Context: an optimization exercise on an open-source flow, tuned for small area, a short achievable clock period and few clock cycles. The choices shown serve that exercise and are no tape-out recipe. Power and IR drop assume default switching activity.

==> flow/design.v <==
`timescale 1ns/1ns
package mem_ctrl_pkg;
    localparam int addr_width = 32;
    localparam int data_width = 32;
    localparam int sb_depth       = 8;
    localparam int sb_index_width = 3;
    typedef logic [addr_width-1:0] addr_t;
    typedef logic [data_width-1:0] word_t;
    typedef logic [7:0]            byte_t;
    typedef enum logic [1:0] {
        size_byte = 2'd0,
        size_half = 2'd1,
        size_word = 2'd2
    } access_size_t;
    typedef enum logic [2:0] {
        op_lb  = 3'd0,
        op_lh  = 3'd1,
        op_lw  = 3'd2,
        op_lbu = 3'd3,
        op_lhu = 3'd4
    } load_op_t;
    typedef struct packed {
        addr_t        addr;
        word_t        data;
        access_size_t size;
    } store_entry_t;
    typedef struct packed {
        logic         write;
        addr_t        addr;
        access_size_t size;
        word_t        data;
    } burst_req_t;
    typedef struct packed {
        logic  write;
        addr_t addr;
        byte_t wdata;
    } ram_bus_t;
endpackage
`timescale 1ns/1ns
module mem_ctrl_top (
    input  logic        clk,
    input  logic        rst,
    output logic        ram_write,
    output logic [31:0] ram_addr,
    output logic [7:0]  ram_wdata,
    input  logic [7:0]  ram_rdata,
    input  logic        fetch_req,
    input  logic [31:0] fetch_pc,
    output logic        fetch_valid,
    output logic [31:0] fetch_inst,
    input  logic        load_req,
    input  logic [2:0]  load_op,
    input  logic [31:0] load_addr,
    output logic        load_valid,
    output logic [31:0] load_value,
    input  logic        commit_valid,
    input  logic [31:0] commit_addr,
    input  logic [31:0] commit_data,
    input  logic [1:0]  commit_size,
    output logic        buffer_full,
    input  logic        rollback
);
    localparam int SB_N = 7;
    logic [31:0] sb_addr [0:SB_N-1];
    logic [31:0] sb_data [0:SB_N-1];
    logic [1:0]  sb_last [0:SB_N-1];
    logic [2:0]  sb_head;
    logic [2:0]  sb_tail;
    logic [2:0]  sb_cnt;
    logic        sb_full;
    logic        sb_empty;
    assign sb_full     = (sb_cnt == 3'(SB_N));
    assign sb_empty    = (sb_cnt == 3'd0);
    assign buffer_full = sb_full;
    function automatic logic [2:0] ptr_inc(input logic [2:0] p);
        ptr_inc = (p == 3'(SB_N - 1)) ? 3'd0 : p + 3'd1;
    endfunction
    function automatic logic [1:0] size_last(input logic [1:0] sz);
        case (sz)
            2'd0:    size_last = 2'd0;
            2'd1:    size_last = 2'd1;
            default: size_last = 2'd3;
        endcase
    endfunction
    function automatic logic [1:0] op_last(input logic [2:0] op);
        case (op)
            3'd0, 3'd3: op_last = 2'd0;
            3'd1, 3'd4: op_last = 2'd1;
            default:    op_last = 2'd3;
        endcase
    endfunction
    logic [31:0] fa;          
    logic        sv;          
    logic [2:0]  iss;         
    logic        got4;        
    logic [1:0]  pid;         
    logic        s_own;       
    logic        blk;         
    logic        chk;         
    logic        hit_q;       
    logic        adv_q;       
    logic        cmp_pend;    
    logic        cmp_live;    
    logic [1:0]  cmp_pid;
    logic        load_pend;
    logic [31:0] load_addr_q;
    logic [2:0]  load_op_q;
    logic        bus_rd;
    logic        bus_ld;
    logic        bus_lv;      
    logic [1:0]  bus_lane;
    logic [1:0]  bus_lastidx;
    logic [1:0]  bus_pid;
    logic [23:0] st_data;
    logic        ret_v;
    logic        ret_ld;
    logic        ret_lv;
    logic [1:0]  ret_lane;
    logic        ret_last;
    logic [1:0]  ret_pid;
    logic        ret_sgn;
    logic [31:0] res;
    assign fetch_inst = res;
    assign load_value = res;
    logic        bus_last;
    logic        st_cont, ld_cont, busy;
    logic        miss, own_e;
    logic [2:0]  iss_e;
    logic        blk_e;
    logic        r2, r3, r4, r5, s_go;
    logic        adv_wi, adv_wo;
    logic        inval, rst34;
    logic        cap_cmp, cap_cur3;
    logic [1:0]  pid_n, tag_pid;
    logic [31:0] addr_inc;
    assign bus_last = (bus_lane == bus_lastidx);
    assign addr_inc = ram_addr + 32'd1;
    always_comb begin
        st_cont = ram_write && !bus_last;
        ld_cont = bus_rd && bus_ld && !bus_last;
        busy    = st_cont || ld_cont;
        miss    = chk && !hit_q;
        own_e   = s_own;
        iss_e   = miss ? 3'd0 : iss;
        blk_e   = blk && !sb_empty;
        r2      = !busy && own_e && !blk_e && (iss_e != 3'd4) && (sb_cnt < 3'd6);
        r3      = !busy && !r2 && !sb_empty;
        r4      = !busy && !r2 && sb_empty && load_pend;
        r5      = !busy && !r2 && sb_empty && !load_pend && !own_e && sv && (iss_e != 3'd4);
        s_go    = r2 || r5;
        adv_wi  = r2 && (iss_e == 3'd3);
        adv_wo  = own_e && (iss_e == 3'd4);
        inval   = commit_valid && !fetch_req && (!s_own || rollback);
        rst34   = r3 || r4;
        cap_cmp  = ret_v && !ret_ld && cmp_pend && (ret_pid == cmp_pid);
        cap_cur3 = ret_v && !ret_ld && !cap_cmp && (ret_pid == pid) && (ret_lane == 2'd3);
        pid_n    = pid + 2'((miss || adv_wi || adv_wo || inval || rst34) ? 1 : 0);
        tag_pid  = (inval || adv_wi) ? pid : pid_n;
    end
    always_ff @(posedge clk) begin
        if (rst) begin
            sb_head <= 3'd0;
            sb_tail <= 3'd0;
            sb_cnt  <= 3'd0;
        end else begin
            if (commit_valid) sb_tail <= ptr_inc(sb_tail);
            if (r3)           sb_head <= ptr_inc(sb_head);
            case ({commit_valid, r3})
                2'b10:   sb_cnt <= sb_cnt + 3'd1;
                2'b01:   sb_cnt <= sb_cnt - 3'd1;
                default: sb_cnt <= sb_cnt;
            endcase
        end
    end
    always_ff @(posedge clk) begin
        if (!sb_full) begin
            sb_addr[sb_tail] <= commit_addr;
            sb_data[sb_tail] <= commit_data;
            sb_last[sb_tail] <= size_last(commit_size);
        end
    end
    always_ff @(posedge clk) begin
        if (fetch_req) begin
            fa <= fetch_pc;
        end else if (adv_q || adv_wo) begin
            fa <= addr_inc;
        end
        if (fetch_req) hit_q <= sv && !adv_q && (fetch_pc == fa);
        if (load_req) begin
            load_addr_q <= load_addr;
            load_op_q   <= load_op;
        end
    end
    always_ff @(posedge clk) begin
        if (rst) begin
            sv        <= 1'b0;
            iss       <= 3'd0;
            got4      <= 1'b0;
            pid       <= 2'd0;
            s_own     <= 1'b0;
            blk       <= 1'b0;
            chk       <= 1'b0;
            adv_q     <= 1'b0;
            cmp_pend  <= 1'b0;
            cmp_pid   <= 2'd0;
            cmp_live  <= 1'b0;
            load_pend <= 1'b0;
        end else begin
            pid   <= pid_n;
            chk   <= fetch_req;
            adv_q <= adv_wi;
            if (fetch_req) sv <= 1'b1;
            if (adv_wi || adv_wo || inval || rst34) begin
                iss  <= 3'd0;
                got4 <= 1'b0;
            end else begin
                iss  <= iss_e + (s_go ? 3'd1 : 3'd0);
                got4 <= (got4 && !miss) || cap_cur3;
            end
            if (fetch_req) begin
                s_own <= 1'b1;
                blk   <= !sb_empty;
            end else begin
                if (adv_wi || adv_wo || rollback) s_own <= 1'b0;
                if (sb_empty)                     blk   <= 1'b0;
            end
            if (adv_wi || (adv_wo && !(got4 || cap_cur3))) begin
                cmp_pend <= 1'b1;
                cmp_live <= !rollback;
                cmp_pid  <= pid;
            end else if (cap_cmp && ret_lane == 2'd3) begin
                cmp_pend <= 1'b0;
                cmp_live <= 1'b0;
            end
            if (rollback) cmp_live <= 1'b0;
            if (load_req)            load_pend <= 1'b1;
            if (r4 || rollback)      load_pend <= 1'b0;
        end
    end
    always_ff @(posedge clk) begin
        if (rst) begin
            ram_write <= 1'b0;
            bus_rd    <= 1'b0;
        end else begin
            ram_write <= st_cont || r3;
            bus_rd    <= ld_cont || r4 || s_go;
        end
    end
    always_ff @(posedge clk) begin
        if (st_cont || ld_cont) begin
            bus_lv    <= bus_lv && !rollback;
            ram_addr  <= addr_inc;
            bus_lane  <= bus_lane + 2'd1;
            ram_wdata <= st_data[7:0];
            st_data   <= {8'd0, st_data[23:8]};
        end else if (r3) begin
            ram_addr    <= sb_addr[sb_head];
            ram_wdata   <= sb_data[sb_head][7:0];
            st_data     <= sb_data[sb_head][31:8];
            bus_lane    <= 2'd0;
            bus_lastidx <= sb_last[sb_head];
        end else if (r4) begin
            ram_addr    <= load_addr_q;
            bus_lane    <= 2'd0;
            bus_lastidx <= op_last(load_op_q);
            bus_ld      <= 1'b1;
            bus_lv      <= !rollback;
        end else if (s_go) begin
            ram_addr    <= (iss_e == 3'd0 && !adv_q) ? fa : addr_inc;
            bus_lane    <= iss_e[1:0];
            bus_lastidx <= 2'd3;
            bus_ld      <= 1'b0;
            bus_pid     <= tag_pid;
        end
    end
    always_ff @(posedge clk) begin
        if (rst) begin
            ret_v <= 1'b0;
        end else begin
            ret_v <= bus_rd;
        end
        ret_ld   <= bus_ld;
        ret_lv   <= bus_lv && !rollback;
        ret_lane <= bus_lane;
        ret_last <= bus_last;
        ret_pid  <= bus_pid;
        ret_sgn  <= bus_ld && (load_op_q == 3'd0 || load_op_q == 3'd1);
    end
    logic fill;
    assign fill = ret_sgn && ram_rdata[7];
    always_ff @(posedge clk) begin
        if (ret_v) begin
            for (int j = 0; j < 4; j++) begin
                if (ret_lane == 2'(j)) begin
                    res[8*j +: 8] <= ram_rdata;
                end else if (ret_ld && ret_last && ret_lane < 2'(j)) begin
                    res[8*j +: 8] <= {8{fill}};
                end
            end
        end
    end
    always_ff @(posedge clk) begin
        if (rst) begin
            fetch_valid <= 1'b0;
            load_valid  <= 1'b0;
        end else begin
            fetch_valid <= !rollback && ((cap_cmp && cmp_live && ret_lane == 2'd3)
                                         || (adv_wo && (got4 || cap_cur3)));
            load_valid  <= !rollback && ret_v && ret_ld && ret_lv && ret_last;
        end
    end
endmodule
Settings: LEC_CHECK=0, CAP_MARGIN=20, CORE_MARGIN=2, CORE_UTILIZATION=40, CTS_BUF_LIST=sky130_fd_sc_hd__clkbuf_4 sky130_fd_sc_hd__clkbuf_8, CTS_CLUSTER_SIZE=24, SLEW_MARGIN=20; clock period 5.0 ns.
run.sh (not shown) runs the stock make flow with config.mk's settings and CLKGATE_MAP_FILE= SYNTH_SCRIPT=/design/flow/synth_recipe.tcl, a recipe that flattens the netlist after the stock synthesis.
The first run completed with no timing, DRC or antenna violations.
==> next run, changes <==
CTS_BUF_LIST = default   (was sky130_fd_sc_hd__clkbuf_4 sky130_fd_sc_hd__clkbuf_8)
CTS_CLUSTER_SIZE = default   (was 24)
Result: The changed run completed with no timing, DRC or antenna violations; setup slack is better by 0.015 ns; utilization went up by 0.26 points; power went up by 3.5%; clock skew went down by 0.014 ns; final area went up by 0.53%; clock-buffer cell count went down by 43; global-route usage is about the same; clock power went up by 12%.
Function was not checked in any run of this note: the RTL went through the layout flow alone.

## afterwards: timing with drivers on the ports
No port has a modelled driver above. Below, the same layouts with a new extraction and two added sets of constraints.
Step 1, drivers: a clkbuf_16 drives clk and a buf_2 each remaining input, both assumed.
Step 2 also shifts input and output timing later by t, the mid clock arrival at the registers, as if the neighbouring blocks saw the same clock.
a / b / c = no drivers / after step 1 / after step 2; a / b = the first two.
run	t (ns)	setup WS [ns]	slew at the worst register clock pin (ns)
the first run	0.776	1.517 / 1.517 / 1.517	0.07 / 0.07
the second run	0.673	1.533 / 1.533 / 1.533	0.06 / 0.06
After both steps every run listed still meets setup and hold.
